Context: an optimization exercise on an open-source flow, tuned for small area, a short achievable clock period and few clock cycles per item. The choices shown serve that exercise and are no tape-out recipe. The RTL was checked by simulation tests, not by an equivalence proof against the original design. Power and IR drop assume default switching activity.

## flow/design.v (module list and top-level ports; edited modules follow where they fit)
// module mac_csa: 2324 lines
// module mac_fin: 136 lines
// module mac_add: 651 lines
// module mac_ci: 80 lines
module mac_ci (
    input  logic        clk,
    input  logic        reset,
    input  logic        clk_en,
    input  logic        start,
    input  logic [2:0]  n,
    input  logic [31:0] dataa,
    input  logic [31:0] datab,
    output logic [31:0] result,
    output logic        done
);
  // ...
==> flow/flow/run.sh <==
#!/bin/bash
# Standard synthesis, then a clean-up of the combinational logic: inverter clean-up around
# the full-adder cells (fixinv.py) and a re-run of ABC with adders and registers kept
# (reabc.sh), twice; then the standard layout from the cleaned netlist.
set -euo pipefail
R=orfs/results/sky130hd/mac_ci/base
L=orfs/logs/sky130hd/mac_ci/base
bash standard.sh synth > synth_std.log 2>&1
cp $R/1_2_yosys.v $R/1_2_yosys_std.v
python3 flow/fixinv.py $R/1_2_yosys_std.v $R/1_2_fix1.v > fixinv1.log 2>&1
bash flow/reabc.sh $R/1_2_fix1.v $R/1_2_abc1.v $L/1_2_yosys.log > reabc1.log 2>&1
python3 flow/fixinv.py $R/1_2_abc1.v $R/1_2_fix2.v > fixinv2.log 2>&1
bash flow/reabc.sh $R/1_2_fix2.v $R/1_2_yosys.v $L/1_2_yosys.log > reabc2.log 2>&1
rm -f $R/1_synth.odb $R/1_synth.sdc
bash standard.sh "BUFFER_PORTS_ARGS=-buffer_cell sky130_fd_sc_hd__buf_2" finish > finish.log 2>&1
==> flow/flow/fixinv.py <==
#!/usr/bin/env python3
"""Polarity clean-up of a mapped sky130 netlist (written by yosys write_verilog -noattr).

A full adder is self-dual: fa(~a, ~b, ~c) = (~cout, ~sum). Yosys's extract_fa often picks
the inverted form of an adder and leaves inverters between adder cells. This script
chooses, for each fa cell, whether to use it in inverted form, and for some simple gates
whether to swap them for their output-inverted twin (xor2/xnor2, nand2/and2, ...), so that
as few signals as possible need an inverted copy. It then removes every inverter and
inserts one inverter per signal that some sink needs inverted. The logic function of every
output and register input is unchanged; registers are untouched.

usage: fixinv.py IN.v OUT.v [stats]
"""
import re, sys, collections, random, math

src = open(sys.argv[1]).read()
lines = src.split('\n')
P = 'sky130_fd_sc_hd__'
INV = re.compile(P + r'(inv|clkinv)_\d+$')
FA = re.compile(P + r'fa_\d+$')
OUTPINS = {'X', 'Y', 'Q', 'Q_N', 'SUM', 'COUT', 'HI', 'LO'}
INV_AREA = 3.7536
# output-inverted twins with identical input pins: type -> (twin, twin output pin, area change)
TWINS = {}
def twin(a, ao, b, bo, aa, ba):
    TWINS[P + a] = (P + b, bo, ba - aa)
    TWINS[P + b] = (P + a, ao, aa - ba)
twin('xor2_1', 'X', 'xnor2_1', 'Y', 8.7584, 8.7584)
twin('o22ai_1', 'Y', 'o22a_1', 'X', 6.256, 8.7584)
twin('a22oi_1', 'Y', 'a22o_1', 'X', 7.5072, 8.7584)
twin('a21oi_1', 'Y', 'a21o_1', 'X', 5.0048, 7.5072)
twin('o21ai_0', 'Y', 'o21a_1', 'X', 5.0048, 7.5072)
twin('nand2_1', 'Y', 'and2_1', 'X', 3.7536, 6.256)
twin('nor2_1', 'Y', 'or2_1', 'X', 3.7536, 6.256)
twin('nand3_1', 'Y', 'and3_1', 'X', 5.0048, 6.256)
twin('nor3_1', 'Y', 'or3_1', 'X', 5.0048, 6.256)

# ---- parse module body into cells
head_re = re.compile(r'^\s*(sky130_fd_sc_hd__\w+)\s+(\\\S+|\S+)\s*\($')
pin_re = re.compile(r'^\s*\.(\w+)\((.*)\),?$')
cells = []          # [type, name, [(pin, net)], first_line, last_line]
i = 0
while i < len(lines):
    m = head_re.match(lines[i])
    if m:
        pins = []
        j = i + 1
        while not lines[j].strip().startswith(');'):
            pm = pin_re.match(lines[j])
            assert pm, lines[j]
            nm = pm.group(2).strip()
            pins.append((pm.group(1), nm + ' ' if nm.startswith('\\') else nm))
            j += 1
        cells.append([m.group(1), m.group(2), pins, i, j])
        i = j + 1
    else:
        i += 1

driver = {}
for ci, (typ, name, pins, a, b) in enumerate(cells):
    for p, n in pins:
        if p in OUTPINS:
            driver[n] = ci

inv_cells = {ci for ci, c in enumerate(cells) if INV.match(c[0])}
fa_cells = {ci for ci, c in enumerate(cells) if FA.match(c[0])}

def pin_net(ci, pin):
    for p, n in cells[ci][2]:
        if p == pin:
            return n
    raise KeyError(pin)

def root(n):
    par = 0
    while n in driver and driver[n] in inv_cells:
        n = pin_net(driver[n], 'A')
        par ^= 1
    return n, par

ports_out = set()
for l in lines:
    m = re.match(r'^\s*output\s+(\[[^\]]*\]\s*)?(\S+);', l)
    if m:
        ports_out.add(m.group(2))
def is_port_net(n):
    return n.split('[')[0].strip().lstrip('\\') in ports_out
for ci in inv_cells:
    assert not is_port_net(pin_net(ci, 'Y')), "inverter drives an output port"

need = {}                                     # (ci, pin) -> (root, parity)
for ci, c in enumerate(cells):
    if ci in inv_cells:
        continue
    for p, n in c[2]:
        if p not in OUTPINS:
            need[(ci, p)] = root(n)

fixed = set()
for n, ci in driver.items():
    if is_port_net(n):
        fixed.add(ci)
tw_cells = {ci for ci, c in enumerate(cells) if c[0] in TWINS and ci not in fixed}
fa_flip = fa_cells - fixed
nodes = sorted(fa_flip | tw_cells)
flip = {ci: 0 for ci in nodes}

root_sinks = collections.defaultdict(list)     # root -> [(ci, parity)]
for (ci, p), (r, par) in need.items():
    root_sinks[r].append((ci, par))

def drv_flip(r):
    d = driver.get(r)
    return flip.get(d, 0) if d is not None else 0

def sink_flip(ci):
    return flip[ci] if ci in fa_flip else 0

def root_cost(r):
    fd = drv_flip(r)
    for ci, par in root_sinks[r]:
        if par ^ sink_flip(ci) ^ fd:
            return INV_AREA
    return 0.0

def node_roots(ci):
    rs = set()
    for p, n in cells[ci][2]:
        if p in OUTPINS:
            if n in root_sinks:
                rs.add(n)
        elif ci in fa_flip:
            rs.add(need[(ci, p)][0])
    return list(rs)

def node_cost(ci):
    return TWINS[cells[ci][0]][2] if (ci in tw_cells and flip[ci]) else 0.0

roots_of = {ci: node_roots(ci) for ci in nodes}
def total():
    return sum(root_cost(r) for r in root_sinks) + sum(node_cost(ci) for ci in nodes)

before_inv = len(inv_cells)
cost0 = total()
best = cur = cost0
best_flip = dict(flip)
rnd = random.Random(1)
steps = 60 * len(nodes) * 20
for s in range(steps):
    T = 4.0 * (1 - s / steps) ** 2 + 0.02
    ci = nodes[rnd.randrange(len(nodes))]
    rs = roots_of[ci]
    c0 = sum(root_cost(r) for r in rs) + node_cost(ci)
    flip[ci] ^= 1
    c1 = sum(root_cost(r) for r in rs) + node_cost(ci)
    d = c1 - c0
    if d <= 0 or rnd.random() < math.exp(-d / T):
        cur += d
        if cur < best - 1e-9:
            best = cur
            best_flip = dict(flip)
    else:
        flip[ci] ^= 1
flip = best_flip
# greedy polish
improved = True
while improved:
    improved = False
    for ci in nodes:
        rs = roots_of[ci]
        c0 = sum(root_cost(r) for r in rs) + node_cost(ci)
        flip[ci] ^= 1
        c1 = sum(root_cost(r) for r in rs) + node_cost(ci)
        if c1 < c0 - 1e-9:
            improved = True
        else:
            flip[ci] ^= 1

# ---- rewrite (new names must not clash with names already in the netlist)
tag = 0
while f"_fi{tag}n" in src:
    tag += 1
PFX = f"_fi{tag}n"
inv_of = {}
new_cells = []
k = 0
def inv_net(r):
    global k
    if r not in inv_of:
        k += 1
        nn = f"{PFX}{k}_"
        inv_of[r] = nn
        new_cells.append(f"  {P}inv_1 {PFX}i{k}_ (\n    .A({r}),\n    .Y({nn})\n  );")
    return inv_of[r]

newpin = {}
for (ci, p), (r, par) in need.items():
    newpin[(ci, p)] = inv_net(r) if par ^ sink_flip(ci) ^ drv_flip(r) else r

out = list(lines)
ntw = 0
for ci in tw_cells:
    if flip[ci]:
        ntw += 1
        typ = cells[ci][0]
        nt, npin, _ = TWINS[typ]
        a = cells[ci][3]
        out[a] = out[a].replace(typ, nt, 1)
        for li in range(a + 1, cells[ci][4]):
            pm = pin_re.match(lines[li])
            if pm.group(1) in OUTPINS:
                comma = ',' if lines[li].rstrip().endswith(',') else ''
                nm = pm.group(2).strip()
                nm = nm + ' ' if nm.startswith('\\') else nm
                out[li] = f"    .{npin}({nm}){comma}"
drop = set()
for ci in inv_cells:
    drop.update(range(cells[ci][3], cells[ci][4] + 1))
for ci, (typ, name, pins, a, b) in enumerate(cells):
    if ci in inv_cells:
        continue
    for li in range(a + 1, b):
        pm = pin_re.match(lines[li])
        p = pm.group(1)
        if (ci, p) in newpin:
            comma = ',' if lines[li].rstrip().endswith(',') else ''
            out[li] = f"    .{p}({newpin[(ci, p)]}){comma}"
res = []
for li, l in enumerate(out):
    if li in drop:
        continue
    if l.strip() == 'endmodule':
        res.extend(new_cells)
    res.append(l)
for idx, l in enumerate(res):
    if re.match(r'^\s*wire\s', l):
        res[idx:idx] = [f"  wire {PFX}{j}_;" for j in range(1, k + 1)]
        break
open(sys.argv[2], 'w').write('\n'.join(res))
print(f"fixinv: {before_inv} inverters before, {k} after; {sum(flip[c] for c in fa_flip)} of "
      f"{len(fa_cells)} adders flipped, {ntw} of {len(tw_cells)} gates swapped for their twin; "
      f"cost {cost0:.1f} -> {best:.1f} um2")

if len(sys.argv) > 3:
    st = collections.Counter()
    for r in inv_of:
        d = driver.get(r)
        dt = cells[d][0].replace(P, '') if d is not None else 'port'
        sk = set()
        for ci, par in root_sinks[r]:
            if par ^ sink_flip(ci) ^ drv_flip(r):
                sk.add(cells[ci][0].replace(P, ''))
        st[(dt, tuple(sorted(sk)))] += 1
    for kk, v in st.most_common(30):
        print(v, kk)
==> flow/flow/reabc.sh <==
#!/bin/bash
# usage: reabc.sh IN.v OUT.v SYNTH_LOG
# Re-run ABC (the same area script, liberty and don't-use list as the standard synthesis)
# on the combinational logic of a mapped netlist. Full adders, half adders and registers
# are kept as they are (black boxes), so register names and cells do not change.
set -euo pipefail
IN=$1; OUT=$2; LOG=$3
LIB=$(grep -o -- '-liberty [^ ]*' "$LOG" | head -1 | cut -d' ' -f2)
DU=$(grep -o -- '-dont_use [^ ]*' "$LOG" | sort -u | tr '\n' ' ')
SCRIPT=$(grep -o -- 'abc -script [^ ]*' "$LOG" | head -1 | cut -d' ' -f3)
YOSYS=yosys
[[ -x "$FLOW_HOME/../tools/install/yosys/bin/yosys" ]] && YOSYS="$FLOW_HOME/../tools/install/yosys/bin/yosys"
KEEP=$(grep -o -E 'sky130_fd_sc_hd__(fa|ha|dfxtp|edfxtp|dfrtp|dfstp|dfxbp|conb)_[0-9]+' "$IN" | sort -u | tr '\n' ' ')
cat > "$OUT.ys" <<EOT
read_liberty -ignore_miss_func $LIB
blackbox $KEEP
read_verilog $IN
hierarchy -top $FLOW_TOP
flatten
opt -purge
abc -script $SCRIPT -liberty $LIB $DU
opt_clean -purge
tee -o $OUT.stat stat -liberty $LIB
write_verilog -noattr -noexpr $OUT
EOT
"$YOSYS" -q "$OUT.ys"
==> flow/standard.sh <==
#!/bin/bash
# synth_recipe.tcl (not shown) runs the flow's synth.tcl, then flattens the netlist and writes it again
# the make line also repeats each setting of config.mk as NAME=value (left out here)
make -C /OpenROAD-flow-scripts/flow DESIGN_CONFIG=/design/flow/config.mk WORK_HOME=/design/flow/orfs CLKGATE_MAP_FILE= SYNTH_SCRIPT=/design/flow/synth_recipe.tcl "${@:-finish}"
==> flow/config.mk <==
export PLATFORM = sky130hd
export DESIGN_NAME = mac_ci
export DESIGN_NICKNAME = mac_ci
export VERILOG_FILES = /design/flow/design.v
export SDC_FILE = /design/flow/constraint.sdc
export NUM_CORES = 4
export LEC_CHECK = 0
export ABC_AREA = 1
export CAP_MARGIN = 20
export CORE_MARGIN = 2
export CORE_UTILIZATION = 40
export SETUP_SLACK_MARGIN = 4.25
export SLEW_MARGIN = 20
==> flow/constraint.sdc <==
create_clock -name core_clock -period 10.0 [get_ports {clk}]
set_input_delay 2.0000 -clock core_clock [delete_from_list [all_inputs] [get_ports {clk}]]
set_output_delay 2.0000 -clock core_clock [all_outputs]
set_load 0.01 [all_outputs]
==> impl_metrics.py, run 1 <==
metrics = {
    "status": {
        "outcome": "finished clean",
    },
    "global_route": {
        "met3_usage_pct": 7.46,
        "use_met2_pct": 43.8,
    },
    "floorplanning": {
        "die_h_um": 273,
    },
    "placed_design": {
        "dp_cells": 4121,
        "placed_cell_area_um2": 30300,
    },
    "power": {
        "power.switching_mw": 5.37,
        "power_leader": "combinational cells",
        "p_leak_nw": 13.5,
        "seqPwrFrac_pct": 14.0,
        "pg_comb_mw": 8.13,
    },
    "logic_synthesis": {
        "ys_warn_count": 1,
        "synth_nets": 3852,
    },
    "detailed_routing": {
        "ant_nets": 0,
        "routed_wl_um": 113000,
    },
    "worst_setup_path": {
        "cp_common_cell": "fa_1",
        "arrival_ns": 6.15,
        "critPathCapture": "cut_q[73]",
        "reg2reg_to": "cut_q[57]",
        "cp_slowest_cell": "fa_1",
        "critPathTopFamily": "adder cells",
        "cp.depth": 12,
        "end_kind": "register",
        "critPathLaunch": "datab[7]",
    },
    "final_layout": {
        "layout.comb_gates.multi_input": 2614,
        "largest_reg_flops": 128,
        "inverters": 238,
    },
    "sta": {
        "maxSlewViolCount": 0,
        "fin_skew_ns": 0.0225,
        "fin_crit_ns": 5.77,
        "slew_headroom_pct": 23.6,
        "tns_ns": 0,
    },
    "clock_tree": {
        "hold_buffers": 0,
    },
    "hold_path": {
        "holdPathStages": 1,
    },
}
Testbench counts, summed over its fixed seeds: cycles 9,658, ops 4,829.
==> inputs of run 2 (changes only) <==
--- a/flow/flow/reabc.sh
+++ b/flow/flow/reabc.sh
@@ -23,4 +23,4 @@
 tee -o $OUT.stat stat -liberty $LIB
 write_verilog -noattr -noexpr $OUT
 EOT
-"$YOSYS" -q "$OUT.ys"
+"$YOSYS" -s "$OUT.ys"
--- a/flow/config.mk
+++ b/flow/config.mk
@@ -9,5 +9,5 @@
 export CAP_MARGIN = 20
 export CORE_MARGIN = 2
 export CORE_UTILIZATION = 40
-export SETUP_SLACK_MARGIN = 4.25
+export SETUP_SLACK_MARGIN = 4.0
 export SLEW_MARGIN = 20
==> impl_metrics.py, run 2 <==
metrics = {
    "worst_setup_path": {
        "reg2reg_from": "cut_q[0]",
        "r2r_slack_ns": 6.40,
        "critPathLaunchType": "input port",
        "cp_common_cell": "fa_1",
        "crit_required_ns": 10.38,
        "end_kind": "register",
        "crit_fanout": 21,
        "reg2reg_to": "acc_q[54]",
        "worst_path_largest_cell_delay_ns": 0.56,
        "r2r_cells": 18,
        "cp_slowest_cell": "fa_1",
        "arrival_ns": 6.39,
        "critPathKind": "in -> reg",
        "path_cells": "buf_2, ha_1, clkinvlp_4, o22ai_1, fa_1, fa_1, fa_1, fa_1, fa_1, fa_1",
    },
    "clock_tree": {
        "worstSkewPairLatency_ns": 0.50,
        "cts_tree": "done",
        "clkTransAtPathRegs_ns": 0.09,
        "h-tree-depth": 4,
        "cts_root_buf": "clkbuf_16",
        "numClockSinks": 198,
        "clockBufferDepth": 2,
        "numCtsBuffers": 17,
    },
    "hold_path": {
        "min-delay-start": "acc_q[63]",
        "holdPathStages": 1,
        "holdPathEnd": "cut_q[127]",
        "hp-class": "reg -> reg",
    },
    "logic_synthesis": {
        "netlist_instances": 3159,
        "ys_warn_count": 1,
        "synth_area_um2": 28900,
        "synth_nets": 3852,
        "synth.avg_cell_area_um2": 9.14,
    },
    "final_layout": {
        "fillers": 7058,
        "final_common_cell": "xnor2_1",
        "largest_reg_flops": 128,
        "regMostFlops": "cut_q",
        "layout-drive-gt1-share_pct": 9.78,
        "area_growth_pct": 9.54,
        "final_nets": 3933,
        "num_antenna_cells": 0,
        "reg_top3": "cut_q: 128 flops, acc_q: 64 flops",
        "layout_common_cells": "499 x xnor2_1, 490 x fa_1, 472 x nand2_1",
    },
    "floorplanning": {
        "io_pins": 104,
        "core.rowCount": 98,
        "initial_core_util_pct": 40.4,
        "die_area_um2": 74400,
        "die_width_um": 273,
        "core_um2": 71500,
        "die_h_um": 273,
    },
    "detailed_routing": {
        "routed_wl_um": 111000,
        "ant_nets": 0,
        "drt_first_pass_iters": 6,
        "avgRoutedWirePerCell_um": 26.3,
        "drtIter0Drc": 2864,
        "vias": 24986,
        "drc": 0,
        "vias_per_cell": 5.94,
    },
    "sta": {
        "period_share_pct": 60.1,
        "setup_slack_ns": 3.99,
        "fin_skew_ns": 0.0172,
        "maxSlewViolCount": 0,
        "slew_headroom_pct": 27.3,
        "worstMarginPinSlew_ns": 1.08,
        "final_hold_viol_count": 0,
        "fin_crit_ns": 6.01,
        "final-setup-viol-count": 0,
        "tns_ns": 0,
        "rsz0062_at_grt": "true",
        "fmax_ghz": 0.166,
    },
    "run": {
        "cap_violations": 0,
    },
    "placed_design": {
        "preCtsSetupSlack_ns": 2.73,
        "port_buffers": 103,
        "gp_congestion": 0.995,
        "dp_hpwl_um": 86800,
    },
    "global_route": {
        "grt_start_max_net_pins": 43,
        "grt_use_total_pct": 29.6,
        "overflow": 0,
        "antenna_found_initial": 2,
        "grt_pass1_wl_um": 161000,
        "grt_pass1_vias": 24199,
    },
    "power": {
        "p_total_mw": 10.2,
        "p_per_area_nw_per_um2": 322,
        "p_leak_nw": 13.0,
        "irDropWorstVdd_mv": 0.176,
    },
    "status": {
        "outcome": "finished clean",
    },
}
-- run 2: timing repair --
| item | CTS | global route |
|---|---|---|
| setup endpoints to repair | 73 | 59 |
| setup buffers | 15 | 21 |
| gates cloned | 8 | 6 |
| resized for setup | 49 | 35 |
| hold buffers | 0 | 0 |
-- run 2: worst max-delay path by stage --
stage | from | depth (start not counted) | to | slack, ns
2_1_floorplan | datab[3] | 10 | cut_q[65] | 4.29
3_3_place_gp | datab[1] | 11 | cut_q[67] | 2.77
3_5_place_dp | datab[1] | 11 | cut_q[71] | 2.73
4_1_cts | datab[25] | 14 | cut_q[79] | 4.01
5_1_grt | datab[9] | 10 | cut_q[71] | 3.97
6_report | datab[9] | 10 | cut_q[73] | 3.99
-- run 2: through the flow --
step / instance area [um2] / hold WS (ns) / instances / util [%]
global route: 31600 / 0.445 / 4203 / 44.3
CTS: 31300 / 0.415 / 4176 / 43.8
floorplan: 28900 / 0.371 / 3159 / -
detailed placement: 30300 / 0.392 / 4121 / 42.4
finish: 31600 / 0.412 / 4203 / 44.3
global placement: 30300 / 0.408 / 4121 / 42.4
-- run 2: cell type report --
type / instances / area [um2] / share of cell area, %
clock inverter: 15 / 198 / 0.625
timing repair inverter: 13 / 77.6 / 0.245
multi-input combinational: 2613 / 23600 / 74.6
inverter: 220 / 912 / 2.88
sequential: 198 / 3990 / 12.6
timing repair buffer: 177 / 1250 / 3.94
tap: 950 / 1190 / 3.76
clock buffer: 17 / 425 / 1.34
-- run 2: where the power goes --
group	total, mW	switching [mW]	internal [mW]
clock	0.759	0.375	0.384
sequential	1.44	0.181	1.26
combinational	7.98	4.75	3.23
-- run 2: worst max-delay path, delay by kind of cell --
kind	cells	cell delay, ns
compound gates	1	0.37
buf+inv	2	0.70
fa+ha+maj	7	3.28
-- run 2: routing by layer --
layer	wire, um	vias up	global-route usage [%]
met3	12300	273	7.93
met5	13	-	0
met2	46000	1539	42.7
li1	-	10898	-
met4	7060	2	16.4
met1	45100	12274	40.2
==> inputs of run 3 (changes only) <==
--- a/flow/config.mk
+++ b/flow/config.mk
@@ -9,5 +9,5 @@
 export CAP_MARGIN = 20
 export CORE_MARGIN = 2
 export CORE_UTILIZATION = 40
-export SETUP_SLACK_MARGIN = 4.0
+export SETUP_SLACK_MARGIN = 4.45
 export SLEW_MARGIN = 20
==> impl_metrics.py, run 3 <==
metrics = {
    "sta": {
        "final_hold_viol_count": 0,
        "slew_headroom_pct": 32.3,
        "period_share_pct": 56.3,
        "fin_skew_ns": 0.00937,
        "fin_crit_ns": 5.63,
        "final-setup-viol-count": 0,
        "setup_slack_ns": 4.37,
        "worstMarginPinSlew_ns": 1.01,
        "tns_ns": 0,
        "maxSlewViolCount": 0,
        "rsz0062_at_grt": "true",
        "whs_ns": 0.419,
        "fmax_ghz": 0.178,
    },
    "worst_setup_path": {
        "arrival_ns": 5.99,
        "worst_path_largest_cell_delay_ns": 0.53,
        "crit_fanout": 5,
        "path_buf_inv": 5,
        "critPathKind": "in -> reg",
        "end_kind": "register",
        "r2r_slack_ns": 6.38,
        "cp_common_cell": "fa_1",
        "crit_required_ns": 10.36,
        "cp_slowest_cell": "fa_1",
        "critPathTopFamily": "adder cells",
        "critPathLaunchType": "input port",
        "path_cells": "clkbuf_4, buf_12, clkinvlp_4, nand3_1, nand2_8, clkinvlp_4, buf_4, o22ai_2, fa_1, fa_1, fa_1, fa_2, fa_1, fa_1",
    },
    "clock_tree": {
        "h-tree-depth": 4,
        "worstSkewPairLatency_ns": 0.48,
        "cts_root_buf": "clkbuf_16",
        "cts_tree": "done",
        "clkTransAtPathRegs_ns": 0.08,
        "numCtsBuffers": 17,
        "numClockSinks": 198,
        "clockBufferDepth": 2,
        "hold_buffers": 0,
    },
    "detailed_routing": {
        "avgRoutedWirePerCell_um": 27.3,
        "ant_nets": 0,
        "vias_per_cell": 6.06,
        "drt_first_pass_iters": 6,
        "vias": 26199,
        "drc": 0,
        "drtIter0Drc": 2953,
        "routed_wl_um": 118000,
    },
    "final_layout": {
        "layout-drive-gt1-share_pct": 18.8,
        "final_common_cell": "xnor2_1",
        "design_area_um2": 34600,
        "largest_reg_flops": 128,
        "fillers": 6730,
        "reg_top3": "cut_q: 128 flops, acc_q: 64 flops",
        "regMostFlops": "cut_q",
        "area_growth_pct": 19.7,
        "layout_common_cells": "485 x xnor2_1, 456 x fa_1, 453 x nand2_1",
        "final_nets": 4054,
    },
    "global_route": {
        "overflow": 0,
        "grt_pass1_vias": 25965,
        "grt_start_max_net_pins": 42,
        "antenna_found_initial": 3,
        "grt_pass1_wl_um": 170000,
        "grt_use_total_pct": 31.2,
    },
    "logic_synthesis": {
        "synth_nets": 3852,
        "netlist_instances": 3159,
        "synth_area_um2": 28900,
        "synth.avg_cell_area_um2": 9.14,
        "ys_warn_count": 1,
    },
    "floorplanning": {
        "die_h_um": 273,
        "die_width_um": 273,
        "io_pins": 104,
        "initial_core_util_pct": 40.4,
        "core_um2": 71500,
        "core.rowCount": 98,
        "die_area_um2": 74400,
    },
    "power": {
        "irDropWorstVdd_mv": 0.252,
        "p_total_mw": 10.7,
        "p_leak_nw": 14.1,
        "p_per_area_nw_per_um2": 311,
    },
    "status": {
        "outcome": "finished clean",
    },
    "run": {
        "cap_violations": 0,
    },
    "placed_design": {
        "port_buffers": 103,
        "placed_cell_area_um2": 30400,
        "dp_hpwl_um": 84000,
        "preCtsSetupSlack_ns": 2.64,
        "gp_congestion": 0.986,
    },
    "hold_path": {
        "hp-class": "reg -> reg",
    },
}
-- run 3: metal layers --
metal | vias up | share of wire [%] | track usage [%]
met4 | 4 | 8.4 | 20.6
met5 | - | 0.019 | 0
met3 | 468 | 11 | 8.91
li1 | 11185 | - | -
met2 | 1716 | 43 | 47.1
met1 | 12826 | 37 | 38.9
-- run 3: worst register-to-register path: cells and delay by family (launching register included) --
family / cells / cell delay, ns
DFF: 1 / 0.56
adders and majority gates: 6 / 2.93
-- run 3: final timing paths --
path | start | endpoint | cells after the start
worst min register to register | acc_q[63] | cut_q[127] | 1
worst min-delay path | acc_q[63] | cut_q[127] | 1
worst max register to register | acc_q[36] | cut_q[75] | 6
worst max-delay path | datab[17] | cut_q[69] | 14
-- run 3: what timing repair did --
item | 4_1_cts | 5_1_grt
gates cloned | 36 | 13
endpoints found under the setup margin | 113 | 93
setup buffers | 78 | 42
resized for setup | 214 | 209
pin swaps | 12 | 47
-- run 3: final cells by class --
cell class,instances,area (um2),share of cell area (%)
diodes,1,2.50,0.00724
clock buffers,20,457,1.32
clock inverters,11,125,0.362
inverters,220,966,2.79
multi-input cells,2614,24800,71.8
flip-flops and latches,198,3990,11.5
well taps,950,1190,3.44
repair buffers,281,2800,8.09
repair inverters,29,208,0.601
-- run 3: per-stage QoR --
step,util [%],instances
floorplan,-,3159
global placement,42.5,4123
detailed placement,42.5,4123
CTS,46.2,4268
global route,48.4,4323
finish,48.4,4324
-- run 3: power breakdown --
part,internal [mW],switching (mW)
Sequential,1.26,0.200
Combinational,3.55,5.00
Clock,0.381,0.341
Total,5.20,5.54
==> inputs of run 4 (changes only) <==
--- a/flow/config.mk
+++ b/flow/config.mk
@@ -9,5 +9,6 @@
 export CAP_MARGIN = 20
 export CORE_MARGIN = 2
 export CORE_UTILIZATION = 40
-export SETUP_SLACK_MARGIN = 4.45
+export PLACE_DENSITY = 0.7
+export SETUP_SLACK_MARGIN = 4.25
 export SLEW_MARGIN = 20
==> impl_metrics.py, run 4 <==
metrics = {
    "status": {
        "outcome": "finished clean",
    },
    "global_route": {
        "busiest_layer": "met2",
        "use_met2_pct": 42.2,
        "grt_pass1_vias": 24735,
        "met3_usage_pct": 9.34,
        "met1_usage_pct": 39.6,
        "grt_pass1_wl_um": 161000,
        "grt_start_max_net_pins": 42,
        "antenna_found_initial": 1,
        "overflow": 0,
        "grt_use_total_pct": 29.5,
    },
    "worst_setup_path": {
        "critPathKind": "in -> reg",
        "crit_fanout": 17,
        "path_cells": "buf_2, xnor2_1, o22ai_4, fa_2, fa_1, fa_1, fa_1, fa_1, fa_1",
        "cp_slowest_cell": "buf_2",
        "crit_required_ns": 10.40,
        "arrival_ns": 6.19,
        "critPathLaunchType": "input port",
        "worst_path_largest_cell_delay_ns": 0.71,
        "cp_common_cell": "fa_1",
        "end_kind": "register",
    },
    "floorplanning": {
        "die_h_um": 273,
        "initial_core_util_pct": 40.4,
        "core.rowCount": 98,
        "die_area_um2": 74400,
        "core_um2": 71500,
        "io_pins": 104,
        "die_width_um": 273,
    },
    "final_layout": {
        "design_area_um2": 32700,
        "largest_reg_flops": 128,
        "area_growth_pct": 13.2,
        "layout_common_cells": "499 x xnor2_1, 483 x fa_1, 465 x nand2_1",
        "layout-drive-gt1-share_pct": 13.1,
        "final_nets": 4003,
        "final_common_cell": "xnor2_1",
        "reg_top3": "cut_q: 128 flops, acc_q: 64 flops",
        "regMostFlops": "cut_q",
    },
    "hold_path": {
        "hp-class": "reg -> reg",
    },
    "detailed_routing": {
        "ant_nets": 0,
        "vias": 26146,
        "drc": 0,
        "avgRoutedWirePerCell_um": 26.4,
        "drt_first_pass_iters": 7,
        "drtIter0Drc": 3511,
        "routed_wl_um": 113000,
        "vias_per_cell": 6.12,
    },
    "logic_synthesis": {
        "synth.avg_cell_area_um2": 9.14,
        "ys_warn_count": 1,
        "synth_nets": 3852,
        "synth_area_um2": 28900,
        "netlist_instances": 3159,
    },
    "power": {
        "p_total_mw": 10.3,
        "p_per_area_nw_per_um2": 316,
        "irDropWorstVdd_mv": 0.188,
        "p_leak_nw": 13.5,
    },
    "sta": {
        "final-setup-viol-count": 0,
        "whs_ns": 0.445,
        "tns_ns": 0,
        "fmax_ghz": 0.173,
        "worstMarginPinSlew_ns": 1.02,
        "fin_skew_ns": 0.0165,
        "rsz0062_at_grt": "true",
        "fin_crit_ns": 5.79,
        "slew_headroom_pct": 31.3,
        "final_hold_viol_count": 0,
        "period_share_pct": 57.9,
        "maxSlewViolCount": 0,
    },
    "placed_design": {
        "gp_congestion": 1.03,
        "port_buffers": 103,
        "dp_hpwl_um": 85800,
        "placed_cell_area_um2": 30300,
    },
    "clock_tree": {
        "numCtsBuffers": 17,
        "cts_root_buf": "clkbuf_16",
        "cts_tree": "done",
        "numClockSinks": 198,
        "worstSkewPairLatency_ns": 0.51,
        "clockBufferDepth": 2,
        "h-tree-depth": 4,
        "clkTransAtPathRegs_ns": 0.09,
        "hold_buffers": 0,
    },
    "run": {
        "cap_violations": 0,
    },
}
-- run 4: changes by cell type in the layout (fill, tap and decap cells not counted), sizes merged --
| cell | change |
|---|---|
| buf | -32 |
| bufbuf | -11 |
| bufinv | +2 |
| clkbuf | -7 |
| clkinvlp | -17 |
| inv | +15 |
| nand2 | -1 |
| nand4 | +1 |
-- run 4: final timing paths --
| path | startpoint | end | slack, ns | cells after the start |
|---|---|---|---|---|
| setup / recovery | dataa[25] | cut_q[69] | 4.21 | 9 |
| hold / removal | acc_q[63] | cut_q[127] | 0.44 | 1 |
| setup reg to reg | acc_q[25] | cut_q[53] | 6.47 | 6 |
| hold reg to reg | acc_q[63] | cut_q[127] | 0.44 | 1 |
-- run 4: metrics by stage --
| stage | setup WS, ns | instances | utilization, % |
|---|---|---|---|
| 2_1_floorplan | 4.29 | 3159 | - |
| 3_3_place_gp | 3.00 | 4118 | 42.4 |
| 3_5_place_dp | 2.93 | 4119 | 42.4 |
| 4_1_cts | 4.21 | 4207 | 44.3 |
| 5_1_grt | 4.15 | 4273 | 45.7 |
| 6_report | 4.21 | 4274 | 45.7 |
-- run 4: what timing repair did --
action	4_1_cts	5_1_grt
cloned	19	13
pin swaps	0	5
buffers inserted	37	53
setup endpoints to repair	89	95
resized for setup	84	104
-- run 4: routing by layer --
metal	up-vias	wire length (um)	share of wire, %
met5	-	0	0
li1	11052	-	-
met1	12698	43000	38
met2	2022	46100	41
met4	0	7670	6.8
met3	374	16200	14
-- run 4: report_power, final --
part	leakage [nW]	total, mW	internal [mW]	switching, mW
clock	0.320	0.797	0.430	0.367
combinational	11.5	8.10	3.29	4.81
sequential	1.65	1.44	1.26	0.178
-- run 4: final cells by class --
| cell class | count | area (um2) |
|---|---|---|
| timing repair inverter | 25 | 178 |
| sequential | 198 | 3990 |
| multi-input combinational | 2614 | 23900 |
| inverter | 220 | 916 |
| antenna | 1 | 2.50 |
| tap | 950 | 1190 |
| clock inverter | 15 | 235 |
| clock buffer | 17 | 425 |
| timing repair buffer | 234 | 1850 |
| fill | 6704 | 38800 |
-- run 4: worst max-delay path: cells and delay by family --
family,cells,cell delay [ns]
fa+ha+maj,6,2.82
buf+inv,1,0.71
xor+xnor,1,0.36
compound gates,1,0.28
==> inputs of run 5 (changes only) <==
--- a/flow/config.mk
+++ b/flow/config.mk
@@ -9,6 +9,5 @@
 export CAP_MARGIN = 20
 export CORE_MARGIN = 2
 export CORE_UTILIZATION = 40
-export PLACE_DENSITY = 0.7
 export SETUP_SLACK_MARGIN = 4.25
 export SLEW_MARGIN = 20
==> impl_metrics.py, run 5 <==
metrics = {
    "sta": {
        "setup_slack_ns": 4.23,
        "slew_headroom_pct": 23.6,
        "fmax_ghz": 0.173,
        "whs_ns": 0.416,
        "final-setup-viol-count": 0,
        "tns_ns": 0,
        "fin_skew_ns": 0.0225,
        "worstMarginPinSlew_ns": 1.13,
        "rsz0062_at_grt": "true",
        "fin_crit_ns": 5.77,
        "period_share_pct": 57.7,
        "final_hold_viol_count": 0,
        "maxSlewViolCount": 0,
    },
    "power": {
        "p_per_area_nw_per_um2": 316,
        "p_leak_nw": 13.5,
        "intPower_mw": 4.96,
        "sw_frac_of_total_pct": 52.0,
        "power.switching_mw": 5.37,
        "irDropWorstVdd_mv": 0.186,
        "combinationalPowerShare_pct": 78.7,
        "power.share.clock_pct": 7.4,
        "seqPwrFrac_pct": 14.0,
    },
    "clock_tree": {
        "clkTransAtPathRegs_ns": 0.09,
        "h-tree-depth": 4,
        "worstSkewPairLatency_ns": 0.50,
        "numCtsBuffers": 17,
        "cts_tree": "done",
        "hold_buffers": 0,
        "numClockSinks": 198,
        "clockBufferDepth": 2,
        "cts_root_buf": "clkbuf_16",
    },
    "global_route": {
        "grt_start_max_net_pins": 43,
        "antenna_found_initial": 1,
        "grt_pass1_wl_um": 164000,
        "grt_use_total_pct": 30.2,
        "overflow": 0,
        "grt_pass1_vias": 24435,
    },
    "logic_synthesis": {
        "ys_warn_count": 1,
        "netlist_instances": 3159,
        "synth.avg_cell_area_um2": 9.14,
        "synth_nets": 3852,
        "synth_area_um2": 28900,
    },
    "worst_setup_path": {
        "worst_path_largest_cell_delay_ns": 0.56,
        "arrival_ns": 6.15,
        "crit_fanout": 30,
        "crit_required_ns": 10.38,
        "critPathLaunchType": "input port",
        "path_cells": "buf_2, buf_12, ha_2, inv_1, buf_12, o22ai_1, fa_1, fa_1, fa_1, fa_1, fa_1, fa_1",
        "end_kind": "register",
        "cp_slowest_cell": "fa_1",
        "critPathKind": "in -> reg",
        "path_buf_inv": 4,
        "critPathTopFamily": "adder cells",
        "cp_common_cell": "fa_1",
    },
    "detailed_routing": {
        "drc": 0,
        "drt_first_pass_iters": 5,
        "avgRoutedWirePerCell_um": 26.5,
        "routed_wl_um": 113000,
        "vias": 25485,
        "ant_nets": 0,
        "drtIter0Drc": 3242,
        "vias_per_cell": 5.98,
    },
    "final_layout": {
        "layout-drive-gt1-share_pct": 13.3,
        "multi_input_area_um2": 24000,
        "regMostFlops": "cut_q",
        "final_common_cell": "xnor2_1",
        "instances_no_fill": 4263,
        "seq_area_um2": 3990,
        "layout_common_cells": "499 x xnor2_1, 481 x fa_1, 465 x nand2_1",
        "final_core_util_pct": 45.8,
        "area_growth_pct": 13.3,
        "final_nets": 3993,
        "num_antenna_cells": 0,
        "largest_reg_flops": 128,
        "reg_top3": "cut_q: 128 flops, acc_q: 64 flops",
        "fillers": 6941,
    },
    "floorplanning": {
        "core_um2": 71500,
        "initial_core_util_pct": 40.4,
        "die_area_um2": 74400,
        "io_pins": 104,
        "die_h_um": 273,
        "core.rowCount": 98,
        "die_width_um": 273,
    },
    "placed_design": {
        "port_buffers": 103,
        "preCtsSetupSlack_ns": 2.73,
        "dp_cells": 4121,
        "gp_congestion": 0.995,
        "dp_hpwl_um": 86800,
    },
    "status": {
        "outcome": "finished clean",
    },
    "hold_path": {
        "hp-class": "reg -> reg",
    },
    "run": {
        "cap_violations": 0,
    },
}
==> run 5: final cells by class <==
type,instances,share of cell area [%]
clock inverter,15,0.604
tap,950,3.63
inverter,220,2.84
multi-input combinational,2614,73.2
sequential,198,12.2
clock buffer,17,1.30
timing repair inverter,18,0.382
timing repair buffer,231,5.80
==> run 5: power by group through the flow <==
| stage | Combinational [mW] | Sequential, mW | Clock, mW |
|---|---|---|---|
| floorplan | 5.44 | 1.37 | 0 |
| global placement | 7.67 | 1.46 | 0 |
| detailed placement | 7.86 | 1.46 | 0 |
| CTS | 7.95 | 1.44 | 0.768 |
| global route | 9.09 | 1.46 | 0.796 |
| finish | 8.13 | 1.44 | 0.761 |
==> run 5: timing repair <==
item                       in CTS  in global routing
gates resized for setup        98                104
pin swaps                       0                 10
buffers inserted               35                 52
setup endpoints to repair      98                 90
cloned                         19                  4
==> run 5: per-layer routing <==
layer	wire length [um]	track usage [%]	part of all wire [%]	up-vias
met5	7	0	0.0062	-
met4	7210	16.2	6.4	2
met3	13100	7.46	12	309
met2	47500	43.8	42	1668
met1	45300	41.4	40	12471
li1	-	-	-	11035
==> run 5: stage by stage <==
step | power [mW] | instance area (um2)
detailed placement | 9.32 | 30300
global placement | 9.13 | 30300
global route | 11.3 | 32700
finish | 10.3 | 32700
floorplan | 6.81 | 28900
CTS | 10.2 | 31800
==> run 5: worst paths after layout <==
path / start / endpoint / slack (ns) / cells after the start
worst max-delay path: datab[7] / cut_q[73] / 4.23 / 12
worst min register to register: acc_q[63] / cut_q[127] / 0.42 / 1
worst max register to register: acc_q[27] / cut_q[57] / 6.58 / 6
worst min-delay path: acc_q[63] / cut_q[127] / 0.42 / 1

[re-timing with driven ports]
No port has a modelled driver above. Below, the same layouts with a new extraction and two added sets of constraints. Step 1 sets driving cells, clkbuf_16 on the clock port and buf_2 on the other inputs (assumed; they add their load-dependent delay and slew). Step 2 times the ports against the registers' clock, not the clock port: input delays grow and output delays shrink by t, the midpoint of the rising clock arrivals with the driver on. Slacks: ideal ports / drivers / drivers and shift; pairs: ideal ports / drivers.
run	t, ns	slack for setup (ns)	hold WS [ns]	worst slew at a driven data input, ns
run 1	0.553	4.230 / 4.239 / 3.685	0.416 / 0.416 / 0.416	0.10
run 2	0.553	3.990 / 4.032 / 3.479	0.412 / 0.412 / 0.412	0.06
run 3	0.546	4.371 / 4.372 / 3.825	0.419 / 0.419 / 0.419	0.18
run 4	0.559	4.209 / 4.243 / 3.684	0.445 / 0.445 / 0.445	0.09
run 5	0.553	4.230 / 4.239 / 3.685	0.416 / 0.416 / 0.416	0.10
After both steps every run listed still meets setup and hold. The setup slack of run 3, which loses most, moves by +0.001 ns with the drivers and by -0.546 ns with both steps.
